What follows belongs to an exercise in optimizing a design on an open flow for small area and a short achievable clock period; a production flow would make more cautious choices. RTL that was checked went through simulation tests only; none was proved equivalent to the original. Power is estimated from default activity; no workload was simulated.

// rvExecSlice
module rvExecSlice (
    input  logic        clk,
    input  logic        rstN,
    input  logic        instValid,
    input  logic [31:0] instWord,
    input  logic [31:0] pc,
    input  logic [31:0] rs1Data,
    input  logic [31:0] rs2Data,
    output logic        resValid,
    output logic [4:0]  resRd,
    output logic        resRegWrite,
    output logic [31:0] resWbValue,
    output logic        resMemRead,
    output logic        resMemWrite,
    output logic [31:0] resMemAddr,
    output logic [1:0]  resMemSize,
    output logic        resBranchTaken,
    output logic [31:0] resNextPc,
    output logic        resHalt
);
For scale: about 2600 cells after synthesis, ~340 flip-flops, ~240 I/O pins, roughly 18000 sq um of cells after synthesis.
Settings: LEC_CHECK=0, ABC_AREA=1, CAP_MARGIN=20, CORE_MARGIN=2, CORE_UTILIZATION=40, CTS_BUF_LIST=sky130_fd_sc_hd__clkbuf_16, CTS_CLUSTER_DIAMETER=80, CTS_CLUSTER_SIZE=24, SETUP_SLACK_MARGIN=2.8, SLEW_MARGIN=20; clock period 5.0 ns.
standard.sh (not shown) runs the stock make flow with config.mk's settings and CLKGATE_MAP_FILE= SYNTH_SCRIPT=/design/flow/synth_recipe.tcl, a recipe that flattens the netlist after the stock synthesis.
==> flow/flow/run.sh <==
#!/bin/bash
# Standard ORFS layout with these changes:
#  - input ports are buffered with buf_1, output ports with buf_2 (after global
#    placement, flow/outbuf.tcl), instead of the default delay buffer
#  - the ABC area recipe (ABC_AREA=1) is replaced by flow/abc_area.script;
#    this only changes the mapping of combinational logic, the registers are
#    those of the standard synthesis
set -e
rm -rf scripts_abc
cp -r "$FLOW_HOME/scripts" scripts_abc
cp flow/abc_area.script scripts_abc/abc_area.script
bash standard.sh SCRIPTS_DIR="$PWD/scripts_abc" \
    BUFFER_PORTS_ARGS="-inputs -buffer_cell sky130_fd_sc_hd__buf_1" \
    POST_GLOBAL_PLACE_TCL="$PWD/flow/outbuf.tcl" finish > standard.log 2>&1
==> flow/flow/abc_area.script <==
strash
dch
map -B 0.5
topo
stime -c
buffer -c
upsize -c
dnsize -c
==> flow/flow/outbuf.tcl <==
# outputs get buf_2 port buffers; the inputs got buf_1 ones before global placement
buffer_ports -outputs -buffer_cell sky130_fd_sc_hd__buf_2
estimate_parasitics -placement
Edit:
--- a/flow/design.v
+++ b/flow/design.v
@@ -65,25 +65,27 @@
         else if (isAuipc0) cls0 = 4'd9;
         else               cls0 = 4'd0;
     end
     logic        v1;
     logic [31:0] a1, b1;
     logic        sub1;
     logic [3:0]  cls1;
     logic [31:7] iw1;
     logic [31:2] pc1;
+    logic [4:0]  sa1;
     always_ff @(posedge clk or negedge rstN)
         if (!rstN) v1 <= 1'b0;
         else       v1 <= instValid;
     always_ff @(posedge clk) begin
         a1   <= (isJal0 | isAuipc0) ? {pc[31:2], 2'b00} : sll0 ? rev32(rs1Data) : rs1Data;
         b1   <= bSel0 ^ {32{sub0}};
         sub1 <= sub0;
+        sa1  <= bSel0[4:0];    
         cls1 <= cls0;
         iw1  <= instWord[31:7];
         pc1  <= pc[31:2];
     end
     logic [2:0]  f31;
     logic        alt1;
     logic        isOp1, isOpI1, isLoad1, isStore1, isBr1, isJal1, isJalr1, isLui1, isAuipc1, isAlu1;
     logic [33:0] sumC1;
     logic [31:0] sum1, x1, sh1, tgt1;
@@ -104,19 +106,19 @@
     assign sumC1 = {1'b0, a1, 1'b1} + {1'b0, b1, sub1};  
     assign sum1  = sumC1[32:1];
     assign cout1 = sumC1[33];
     assign x1    = a1 ^ b1;
     assign eq1   = &x1;                                   
     assign ltu1  = ~cout1;
     assign lt1   = (a1[31] == b1[31]) ? a1[31] : sum1[31];
     assign cmp1  = (isBr1 ? f31[1] : f31[0]) ? ltu1 : lt1;
     assign fill1 = f31[2] & alt1 & a1[31];
-    assign sh1   = 32'($signed({fill1, a1}) >>> {b1[4:3], 3'b000});
+    assign sh1   = 32'($signed({fill1, a1}) >>> {sa1[4:3], 3'b000});
     assign tgt1  = {pc1, 2'b00} + {{20{iw1[31]}}, iw1[7], iw1[30:25], iw1[11:8], 1'b0};
     logic selSum1, selTgt1, selSh1, selG1, selP1, slt1;
     assign selTgt1 = isBr1;
     assign selSum1 = !(isAlu1 | isBr1) | (isAlu1 & f31 == 3'b000);
     assign selSh1  = isAlu1 & (f31[1:0] == 2'b01);
     assign slt1    = isAlu1 & (f31[2:1] == 2'b01);
     assign selG1   = isAlu1 & (f31[2:1] == 2'b11);
     assign selP1   = isAlu1 & f31[2] & ~f31[0];
     logic [31:0] alu1;
@@ -158,19 +160,19 @@
     logic        memRd2, memWr2, illegal2, regWr2;
     always_ff @(posedge clk or negedge rstN)
         if (!rstN) v2 <= 1'b0;
         else       v2 <= v1;
     always_ff @(posedge clk) begin
         a2       <= alu1;
         pc42     <= pc1 + 30'd1;
         hi2      <= iw1[31:12];
         rd2      <= iw1[11:7];
-        sh2      <= selSh1 ? b1[2:0] : 3'd0;
+        sh2      <= selSh1 ? sa1[2:0] : 3'd0;
         fill2    <= fill1;
         sll2     <= selSh1 & ~f31[2];
         eq2      <= eq1;
         cmp2     <= cmp1;
         slt2     <= slt1;
         isJ2     <= isJal1 | isJalr1;
         isJalr2  <= isJalr1;
         isBr2    <= isBr1;
         isLui2   <= isLui1;
The changed run ran to the end with no violations. Global-route usage came out higher by 0.21 points. Worst setup slack is better by 23 ps. Area after synthesis went up by 0.52%. Wire length hardly moves. Core utilization is lower by 0.20 points. Cell count increases by 1.3%. Design area went up by 1.3%.
Function not checked in the first run of this note: the RTL went through the layout flow alone.

---

The RTL this note starts from:
==> flow/design.v <==
`timescale 1ns/1ps
module rvExecSlice (
    input  logic        clk,
    input  logic        rstN,
    input  logic        instValid,
    input  logic [31:0] instWord,
    input  logic [31:0] pc,
    input  logic [31:0] rs1Data,
    input  logic [31:0] rs2Data,
    output logic        resValid,
    output logic [4:0]  resRd,
    output logic        resRegWrite,
    output logic [31:0] resWbValue,
    output logic        resMemRead,
    output logic        resMemWrite,
    output logic [31:0] resMemAddr,
    output logic [1:0]  resMemSize,
    output logic        resBranchTaken,
    output logic [31:0] resNextPc,
    output logic        resHalt
);
    function automatic logic [31:0] rev32(input logic [31:0] v);
        for (int i = 0; i < 32; i++) rev32[i] = v[31-i];
    endfunction
    logic [6:0] opc0;
    logic [2:0] f30;
    logic       alt0;
    logic       isOp0, isOpI0, isLoad0, isStore0, isBr0, isJal0, isJalr0, isLui0, isAuipc0;
    logic       isAlu0, sub0, sll0;
    logic [31:0] immI0, immS0, immJ0, immU0, bSel0;
    logic [3:0] cls0;
    assign opc0     = instWord[6:0];
    assign f30      = instWord[14:12];
    assign alt0     = (instWord[31:25] == 7'h20);
    assign isOp0    = (opc0 == 7'b0110011);
    assign isOpI0   = (opc0 == 7'b0010011);
    assign isLoad0  = (opc0 == 7'b0000011);
    assign isStore0 = (opc0 == 7'b0100011);
    assign isBr0    = (opc0 == 7'b1100011);
    assign isJal0   = (opc0 == 7'b1101111);
    assign isJalr0  = (opc0 == 7'b1100111);
    assign isLui0   = (opc0 == 7'b0110111);
    assign isAuipc0 = (opc0 == 7'b0010111);
    assign isAlu0   = isOp0 | isOpI0;
    assign sub0 = isBr0 | (isAlu0 & f30[2:1] == 2'b01) | (isOp0 & f30 == 3'b000 & alt0);
    assign sll0 = isAlu0 & (f30 == 3'b001);
    assign immI0 = {{20{instWord[31]}}, instWord[31:20]};
    assign immS0 = {{20{instWord[31]}}, instWord[31:25], instWord[11:7]};
    assign immJ0 = {{12{instWord[31]}}, instWord[19:12], instWord[20], instWord[30:21], 1'b0};
    assign immU0 = {instWord[31:12], 12'b0};
    assign bSel0 = ({32{isOpI0 | isLoad0 | isJalr0}} & immI0) |
                   ({32{isStore0}} & immS0) |
                   ({32{isJal0}} & immJ0) |
                   ({32{isAuipc0}} & immU0) |
                   ({32{!(isOpI0 | isLoad0 | isJalr0 | isStore0 | isJal0 | isAuipc0)}} & rs2Data);
    logic [31:2] pc40;
    logic [11:0] bOff0;
    assign pc40  = pc[31:2] + 30'd1;
    assign bOff0 = {instWord[31], instWord[31], instWord[7], instWord[30:25], instWord[11:9]} - 12'd1;
    always_comb begin
        if      (isOp0)    cls0 = 4'd1;
        else if (isOpI0)   cls0 = 4'd2;
        else if (isLoad0)  cls0 = 4'd3;
        else if (isStore0) cls0 = 4'd4;
        else if (isBr0)    cls0 = 4'd5;
        else if (isJal0)   cls0 = 4'd6;
        else if (isJalr0)  cls0 = 4'd7;
        else if (isLui0)   cls0 = 4'd8;
        else if (isAuipc0) cls0 = 4'd9;
        else               cls0 = 4'd0;
    end
    logic        v1;
    logic [31:0] a1, b1;
    logic        sub1;
    logic [3:0]  cls1;
    logic [31:7] iw1;
    logic [31:2] pc41;
    logic [4:0]  sa1;
    always_ff @(posedge clk or negedge rstN)
        if (!rstN) v1 <= 1'b0;
        else       v1 <= instValid;
    always_ff @(posedge clk) begin
        a1   <= (isJal0 | isAuipc0) ? {pc[31:2], 2'b00} : sll0 ? rev32(rs1Data) : rs1Data;
        b1   <= bSel0 ^ {32{sub0}};
        sub1 <= sub0;
        sa1  <= bSel0[4:0];    
        cls1 <= cls0;
        iw1  <= isBr0 ? {instWord[31], bOff0, instWord[18:7]} : instWord[31:7];
        pc41 <= pc40;
    end
    logic [2:0]  f31;
    logic        alt1;
    logic        isOp1, isOpI1, isLoad1, isStore1, isBr1, isJal1, isJalr1, isLui1, isAuipc1, isAlu1;
    logic [33:0] sumC1;
    logic [31:0] sum1, x1, sh1, tgt1;
    logic        cout1, eq1, lt1, ltu1, cmp1;
    logic        fill1;
    assign f31      = iw1[14:12];
    assign alt1     = (iw1[31:25] == 7'h20);
    assign isOp1    = (cls1 == 4'd1);
    assign isOpI1   = (cls1 == 4'd2);
    assign isLoad1  = (cls1 == 4'd3);
    assign isStore1 = (cls1 == 4'd4);
    assign isBr1    = (cls1 == 4'd5);
    assign isJal1   = (cls1 == 4'd6);
    assign isJalr1  = (cls1 == 4'd7);
    assign isLui1   = (cls1 == 4'd8);
    assign isAuipc1 = (cls1 == 4'd9);
    assign isAlu1   = isOp1 | isOpI1;
    assign sumC1 = {1'b0, a1, 1'b1} + {1'b0, b1, sub1};  
    assign sum1  = sumC1[32:1];
    assign cout1 = sumC1[33];
    assign x1    = a1 ^ b1;
    assign eq1   = &x1;                                   
    assign ltu1  = ~cout1;
    assign lt1   = (a1[31] == b1[31]) ? a1[31] : sum1[31];
    assign cmp1  = (isBr1 ? f31[1] : f31[0]) ? ltu1 : lt1;
    assign fill1 = f31[2] & alt1 & a1[31];
    assign sh1   = 32'($signed({fill1, a1}) >>> {sa1[4:3], 3'b000});
    assign tgt1  = {pc41 + {{18{iw1[30]}}, iw1[30:19]}, iw1[8], 1'b0};
    logic selSum1, selTgt1, selSh1, selG1, selP1, slt1;
    assign selTgt1 = isBr1;
    assign selSum1 = !(isAlu1 | isBr1) | (isAlu1 & f31 == 3'b000);
    assign selSh1  = isAlu1 & (f31[1:0] == 2'b01);
    assign slt1    = isAlu1 & (f31[2:1] == 2'b01);
    assign selG1   = isAlu1 & (f31[2:1] == 2'b11);
    assign selP1   = isAlu1 & f31[2] & ~f31[0];
    logic [31:0] alu1;
    assign alu1 = ({32{selSum1}} & sum1) |
                  ({32{selTgt1}} & tgt1) |
                  ({32{selSh1}}  & sh1) |
                  ({32{selP1}}   & x1) |
                  ({32{selG1}}   & (a1 & b1));
    logic        illegal1, regWr1;
    always_comb begin
        illegal1 = 1'b0;
        regWr1   = 1'b1;
        if (isOp1)
            illegal1 = (iw1[31:25] != 7'h00) && !(alt1 && (f31 == 3'b000 || f31 == 3'b101));
        else if (isOpI1)
            illegal1 = (f31 == 3'b001 || f31 == 3'b101) && (iw1[31:25] != 7'h00) &&
                       !(f31 == 3'b101 && alt1);
        else if (isLoad1)
            illegal1 = (f31 == 3'b011 || f31[2:1] == 2'b11);
        else if (isStore1) begin
            regWr1   = 1'b0;
            illegal1 = (f31[2] || f31[1:0] == 2'b11);
        end else if (isBr1) begin
            regWr1   = 1'b0;
            illegal1 = (f31[2:1] == 2'b01);
        end else if (!(isJal1 | isJalr1 | isLui1 | isAuipc1)) begin
            regWr1   = 1'b0;
            illegal1 = 1'b1;
        end
    end
    logic        v2;
    logic [31:0] a2;
    logic [31:2] pc42;
    logic [31:12] hi2;
    logic [4:0]  rd2;
    logic [2:0]  sh2;
    logic        fill2, sll2;
    logic        eq2, cmp2, slt2, isJ2, isJalr2, isBr2, isLui2;
    logic        memRd2, memWr2, illegal2, regWr2;
    always_ff @(posedge clk or negedge rstN)
        if (!rstN) v2 <= 1'b0;
        else       v2 <= v1;
    always_ff @(posedge clk) begin
        a2       <= alu1;
        pc42     <= pc41;
        hi2      <= iw1[31:12];
        rd2      <= iw1[11:7];
        sh2      <= selSh1 ? sa1[2:0] : 3'd0;
        fill2    <= fill1;
        sll2     <= selSh1 & ~f31[2];
        eq2      <= eq1;
        cmp2     <= cmp1;
        slt2     <= slt1;
        isJ2     <= isJal1 | isJalr1;
        isJalr2  <= isJalr1;
        isBr2    <= isBr1;
        isLui2   <= isLui1;
        memRd2   <= isLoad1;
        memWr2   <= isStore1;
        illegal2 <= illegal1;
        regWr2   <= regWr1;
    end
    logic [31:0] aS2, aR2, aF2, jt2, pc4F2, npc2, wb2;
    logic        taken2, cond2, sizeHalt2, pcHalt2, halt2;
    logic [2:0]  f32;
    logic [1:0]  size2;
    assign f32 = hi2[14:12];
    assign size2 = !(memRd2 | memWr2)                        ? 2'd0 :
                   (f32[1:0] == 2'b01 && (memRd2 || !f32[2])) ? 2'd1 :
                   (f32 == 3'b010)                            ? 2'd2 : 2'd0;
    always_comb begin
        case (f32)
            3'b000:  cond2 = eq2;
            3'b001:  cond2 = ~eq2;
            3'b100, 3'b110: cond2 = cmp2;
            3'b101, 3'b111: cond2 = ~cmp2;
            default: cond2 = 1'b0;
        endcase
    end
    assign aS2    = 32'($signed({fill2, a2}) >>> sh2);
    assign aR2    = sll2 ? rev32(aS2) : aS2;
    assign aF2    = {aR2[31:1], aR2[0] | (slt2 & cmp2)};
    assign taken2 = isJ2 | (isBr2 & cond2);
    assign jt2    = {a2[31:1], a2[0] & ~isJalr2};      
    assign pc4F2  = {pc42, 2'b00};
    assign npc2   = taken2 ? jt2 : pc4F2;
    assign sizeHalt2 = (memRd2 || memWr2) &&
                       ((size2 == 2'd1 && a2[0]) || (size2 == 2'd2 && a2[1:0] != 2'b00));  
    assign pcHalt2   = taken2 && (jt2[1:0] != 2'b00);
    assign halt2     = illegal2 || sizeHalt2 || pcHalt2;
    always_comb begin
        if (memRd2)      wb2 = 32'b0;           
        else if (isJ2)   wb2 = pc4F2;           
        else if (isLui2) wb2 = {hi2, 12'b0};
        else             wb2 = aF2;
    end
    logic v3;
    always_ff @(posedge clk or negedge rstN)
        if (!rstN) v3 <= 1'b0;
        else       v3 <= v2;
    always_ff @(posedge clk) begin
        resRd          <= rd2;
        resRegWrite    <= regWr2 && !halt2;
        resWbValue     <= wb2;
        resMemRead     <= memRd2;
        resMemWrite    <= memWr2;
        resMemAddr     <= aF2;
        resMemSize     <= size2;
        resBranchTaken <= taken2;
        resNextPc      <= npc2;
        resHalt        <= halt2;
    end
    assign resValid = v3;
endmodule
==> flow/config.mk <==
export PLATFORM = sky130hd
export DESIGN_NAME = rvExecSlice
export DESIGN_NICKNAME = rvExecSlice
export VERILOG_FILES = /design/flow/design.v
export SDC_FILE = /design/flow/constraint.sdc
export NUM_CORES = 4
export LEC_CHECK = 0
export ABC_AREA = 1
export CAP_MARGIN = 20
export CORE_MARGIN = 2
export CORE_UTILIZATION = 40
export CTS_BUF_LIST = sky130_fd_sc_hd__clkbuf_16
export CTS_CLUSTER_DIAMETER = 80
export CTS_CLUSTER_SIZE = 24
export SETUP_SLACK_MARGIN = 2.8
export SLEW_MARGIN = 20
==> flow/constraint.sdc <==
create_clock -name core_clock -period 5.0 [get_ports {clk}]
set_input_delay 1.0000 -clock core_clock [delete_from_list [all_inputs] [get_ports {clk}]]
set_output_delay 1.0000 -clock core_clock [all_outputs]
set_load 0.01 [all_outputs]
Scripts as last shown in full above: flow/flow/run.sh, flow/flow/abc_area.script, flow/flow/outbuf.tcl
Rerun with:
--- a/flow/design.v
+++ b/flow/design.v
@@ -75,7 +75,6 @@
     logic [3:0]  cls1;
     logic [31:7] iw1;
     logic [31:2] pc41;
-    logic [4:0]  sa1;
     always_ff @(posedge clk or negedge rstN)
         if (!rstN) v1 <= 1'b0;
         else       v1 <= instValid;
@@ -83,7 +82,6 @@
         a1   <= (isJal0 | isAuipc0) ? {pc[31:2], 2'b00} : sll0 ? rev32(rs1Data) : rs1Data;
         b1   <= bSel0 ^ {32{sub0}};
         sub1 <= sub0;
-        sa1  <= bSel0[4:0];    
         cls1 <= cls0;
         iw1  <= isBr0 ? {instWord[31], bOff0, instWord[18:7]} : instWord[31:7];
         pc41 <= pc40;
@@ -116,7 +114,7 @@
     assign lt1   = (a1[31] == b1[31]) ? a1[31] : sum1[31];
     assign cmp1  = (isBr1 ? f31[1] : f31[0]) ? ltu1 : lt1;
     assign fill1 = f31[2] & alt1 & a1[31];
-    assign sh1   = 32'($signed({fill1, a1}) >>> {sa1[4:3], 3'b000});
+    assign sh1   = 32'($signed({fill1, a1}) >>> {b1[4:3], 3'b000});
     assign tgt1  = {pc41 + {{18{iw1[30]}}, iw1[30:19]}, iw1[8], 1'b0};
     logic selSum1, selTgt1, selSh1, selG1, selP1, slt1;
     assign selTgt1 = isBr1;
@@ -170,7 +168,7 @@
         pc42     <= pc41;
         hi2      <= iw1[31:12];
         rd2      <= iw1[11:7];
-        sh2      <= selSh1 ? sa1[2:0] : 3'd0;
+        sh2      <= selSh1 ? b1[2:0] : 3'd0;
         fill2    <= fill1;
         sll2     <= selSh1 & ~f31[2];
         eq2      <= eq1;
After rerunning:
- synthesized area drops by 1.0%
- global-route usage drops by 1.5 points
- count of clock-buffer cells in the layout drops by 1
- final area is about the same
- via count drops by 2.9%
- flip-flop and latch count drops by 5
- sequential share of layout area drops by 0.52 points
- worst setup slack is better by 0.047 ns
- register-to-register slack is better by 0.05 ns
- routed wire length drops by 4.4%
- clock power drops by about 7%
- utilization climbs by 1.1 points
No run of this note included a check of the RTL's function; only the layout flow was run.

==> afterwards: timing with drivers on the ports <==
The flow's constraints put no driver on any port. The routed layouts listed below were extracted and timed again, unchanged, in two steps. Step 1 (the two cells are an assumption about what drives the block):
set clk [get_ports {clk}]
set_driving_cell -lib_cell sky130_fd_sc_hd__clkbuf_16 $clk
set_driving_cell -lib_cell sky130_fd_sc_hd__buf_2 [delete_from_list [all_inputs] $clk]
Step 2, shift: input delay + t, output delay - t, t = (earliest + latest rising clock arrival at the registers) / 2. This alone moves slack from input paths to output paths. a / b / c = ideal / step 1 / step 2; a / b = the first two.
run | t, ns | slack for setup (ns) | cell pins on the clock port's net
the first run of note 1 | 0.618 | 2.758 / 2.758 / 2.312 | 1
the second run of note 1 | 0.619 | 2.782 / 2.782 / 2.333 | 1
the first run of note 2 | 0.618 | 2.708 / 2.708 / 2.206 | 1
the second run of note 2 | 0.611 | 2.756 / 2.756 / 2.250 | 1
After both steps every run listed still meets setup and hold. For the second run of note 2, which loses most, drivers alone change the setup slack by 0.000 ns; drivers and shift together by -0.506 ns.
